From an optimization exercise on the open Yosys and OpenROAD flow, aimed at small area, a short achievable clock period and few clock cycles per item; shortcuts taken in it are not production practice. In this exercise RTL edits were held to simulation tests only and were not proved equivalent to the original. No activity file was given, so power comes from the tool's default toggle rates.

## datapathTop
module datapathTop
(
    input  logic                clock,
    input  logic                rstN,
    input  logic                instrValid,
    input  logic [31:0]         instr,
    input  datapathPkg::word_t  inPort,
    output logic                done,
    output datapathPkg::word_t  outPort
);
For scale: about 800 flip-flops, roughly 100 I/O pins, about 0.045 sq mm of cells after synthesis.
export LEC_CHECK = 0
export CAP_MARGIN = 20
export CORE_MARGIN = 2
export CORE_UTILIZATION = 65
export CTS_CLUSTER_DIAMETER = 80
export CTS_CLUSTER_SIZE = 20
export PLACE_DENSITY = 0.75
export SLEW_MARGIN = 20
create_clock -name core_clock -period 14.0 [get_ports {clock}]
standard.sh (not shown) runs the stock make flow with config.mk's settings and CLKGATE_MAP_FILE= SYNTH_SCRIPT=/design/flow/synth_recipe.tcl, a recipe that flattens the netlist after the stock synthesis.
==> flow/flow/run.sh <==
#!/bin/bash
set -euo pipefail
MARGIN=$(cat flow/margin.txt)
bash standard.sh SETUP_SLACK_MARGIN=$MARGIN finish > standard.log 2>&1
==> flow/flow/margin.txt <==
10.1
The first run produced a clean layout.
Testbench counts at the start, summed over its fixed seeds: cycles 49,441, instrs 24,000.
Then changed:
==> flow/flow/margin.txt (replaced) <==
9.6
Die area is unchanged.
Hold slack is better by 0.0078 ns.
Power came out lower by 2.3%.
Non-clock buffer count came out lower by 155.
Clock skew came out lower by 0.0041 ns.
Sequential share of layout area came out higher by 3.0 points.
Via count came out lower by 9.1%.
First-iteration DRC count came out lower by 18%.
Sequential power hardly moves.
Then changed:
==> flow/flow/margin.txt (replaced) <==
9.95
Outcome:
- worst setup slack improved by 0.090 ns
- die area stays the same
- global-route usage climbs by 1.9 points
- sequential power is about the same
- design area rises by 3.3%
- worst hold slack is better by 0.022 ns
- area after synthesis is unchanged
- power goes down by about 0.5%
- combinational power barely changes
- count of clock-buffer cells in the layout does not change
- via count increases by about 3.6%
Then changed:
==> flow/flow/margin.txt (replaced) <==
9.8
=>
- hold slack got worse by 0.027 ns
- sequential share of layout area is higher by 0.76 points
- routed wire length is lower by 2.4%
- cell count is lower by 1.2%
- via count is lower by 1.3%
- clock skew is lower by 0.040 ns
- setup slack improved by 0.024 ns
- utilization is lower by 1.3 points
- non-clock buffer count is lower by 47
- synthesized cell count does not change

---

run 1:
Another version of the RTL of datapathTop (not shown whole).
For scale: ~0.047 sq mm of cells after synthesis.
Settings: LEC_CHECK=0, CAP_MARGIN=20, CORE_MARGIN=2, CORE_UTILIZATION=65, CTS_CLUSTER_DIAMETER=100, CTS_CLUSTER_SIZE=30, PLACE_DENSITY=0.75, SLEW_MARGIN=20; clock period 14.0 ns.
==> flow/flow/margin.txt <==
9.6
Scripts as last shown in full above: flow/flow/run.sh
No stage failed in run 1, and the final checks on the layout all came back clean.
Testbench counts of run 1, summed over its fixed seeds: cycles 49,441, instrs 24,000.
The inputs of run 2 differ from those of run 1 as listed below.
==> flow/flow/margin.txt <==
10.0
Results
- Re sequential cell count: no difference whatsoever between run 1 and run 2.
- Run comparison: run 2 type of the worst setup path reg2reg; run 1 type of the worst setup path in2reg
- Number of cells on the worst reg-to-reg path | run 2 above run 1
- Summary: highest clock frequency the design can meet, run 2 better than run 1
- Looking at minimum clock period after layout across run 2 and run 1, the one that comes out lower is run 2.
Relative to run 2, the following input files were edited for run 3:
- PLACE_DENSITY: 0.75 -> 0.6
- CTS_CLUSTER_SIZE: 30 -> unset
- CTS_CLUSTER_DIAMETER: 100 -> unset
- CORE_UTILIZATION: 65 -> 45
## What came out
- | area of all placed cells without fillers | run 3 vs run 2 | worse |
- Run 2 -> run 3: number of clock buffers in the layout increased by more than 100%
- Higher latest clock arrival within the worst-skew pair was reported by run 3, not run 2.
- Diff run 2 -> run 3: delay of the slowest cell on the worst path picked up an extra 80 ps; final worst-path setup slack lost 57 ps; buffers inserted during post-CTS setup optimization picked up an extra 29; routed wire length picked up an extra 6.1%; share of post-route cells with drive strength above 1 picked up an extra 0.51 points.
- Of run 2 and run 3, the run reporting the higher count of buffering cells on the critical path with inverters included was run 2.
- Going from run 2 to run 3, count of non-filler cells in the finished layout climbed 557; count of inserted antenna diode cells dropped 9.
- Run 3 ended up with in2reg as its category of the critical setup timing path; run 2 ended up with reg2reg.

---

## alpha
Another version of the RTL of datapathTop (not shown whole).
For scale: roughly 4000 cells after synthesis, ~790 flip-flops, roughly 100 I/O pins, roughly 0.045 sq mm of cells after synthesis.
Settings: LEC_CHECK=0, CAP_MARGIN=20, CORE_MARGIN=2, CORE_UTILIZATION=65, CTS_CLUSTER_DIAMETER=80, CTS_CLUSTER_SIZE=20, PLACE_DENSITY=0.75, SLEW_MARGIN=20, TNS_END_PERCENT=5; clock period 14.0 ns.
==> flow/flow/margin.txt <==
10.0
Scripts as last shown in full above: flow/flow/run.sh
Status alpha: flow complete, layout not clean - capacitance limit, slew limit
Testbench counts of alpha, summed over its fixed seeds: cycles 49,441, instrs 24,000.
Setup changes, alpha to beta
- removing TNS_END_PERCENT (formerly 5)
==> flow/flow/margin.txt <==
9.6
Findings:
beta completed every stage of the flow, and the final layout passed the timing, DRC and antenna checks. Between alpha and beta, relative contribution of the clock network to total power is higher for beta, alpha comes in under that. Of alpha and beta, beta shows the higher diode insertion count for antenna repair, with alpha below it. Upper clock frequency limit (lower): alpha. In the reports for alpha and beta, the smaller share of layout cells above drive strength 1 belongs to beta. Taking alpha as the reference point, the ratio of routed vias to standard cells of beta falls by 0.16. Diff alpha -> beta: number of vias after detailed routing went down by 1320, sequential share of cell area up 1.1 points.

## re-timing with driven ports
How much do the figures lean on ideal ports? The routed layouts below were timed once more, with nothing changed but the port constraints. Step 1: set_driving_cell puts a clkbuf_16 on clock and a buf_2 on each other input, an assumption about the parent block. Step 2 also shifts input and output timing later by t, the mid clock arrival at the registers, as if the neighbouring blocks saw the same clock. Slacks: no drivers / after step 1 / after step 2; pairs: no drivers / after step 1.
| run | t, ns | slack for setup (ns) | hold slack, ns | slew at the worst register clock pin (ns) | pins driven straight from the clock port |
|---|---|---|---|---|---|
| the first run of note 1 | 0.762 | 9.611 / 9.527 / 8.765 | 0.429 / 0.429 / 0.429 | 0.10 / 0.10 | 1 |
| the second run of note 1 | 0.734 | 9.610 / 9.547 / 8.901 | 0.437 / 0.437 / 0.437 | 0.09 / 0.09 | 1 |
| the third run of note 1 | 0.730 | 9.700 / 9.665 / 8.936 | 0.460 / 0.460 / 0.460 | 0.09 / 0.09 | 1 |
| the fourth run of note 1 | 0.733 | 9.723 / 9.722 / 8.989 | 0.433 / 0.433 / 0.433 | 0.10 / 0.10 | 1 |
| run 1 | 0.708 | 9.445 / 9.452 / 8.745 | 0.431 / 0.431 / 0.431 | 0.12 / 0.12 | 1 |
| run 2 | 0.719 | 9.741 / 9.741 / 9.161 | 0.431 / 0.431 / 0.431 | 0.12 / 0.12 | 1 |
| run 3 | 0.766 | 9.684 / 9.711 / 8.966 | 0.426 / 0.426 / 0.426 | 0.07 / 0.07 | 1 |
| alpha | 0.753 | 8.770 / 8.770 / 8.770 | 0.441 / 0.441 / 0.441 | 0.09 / 0.09 | 1 |
| beta | 0.743 | 9.472 / 9.472 / 8.894 | 0.442 / 0.442 / 0.442 | 0.09 / 0.09 | 1 |
For the first run of note 1, which loses most, drivers alone change the setup slack by -0.084 ns; drivers and shift together by -0.846 ns.
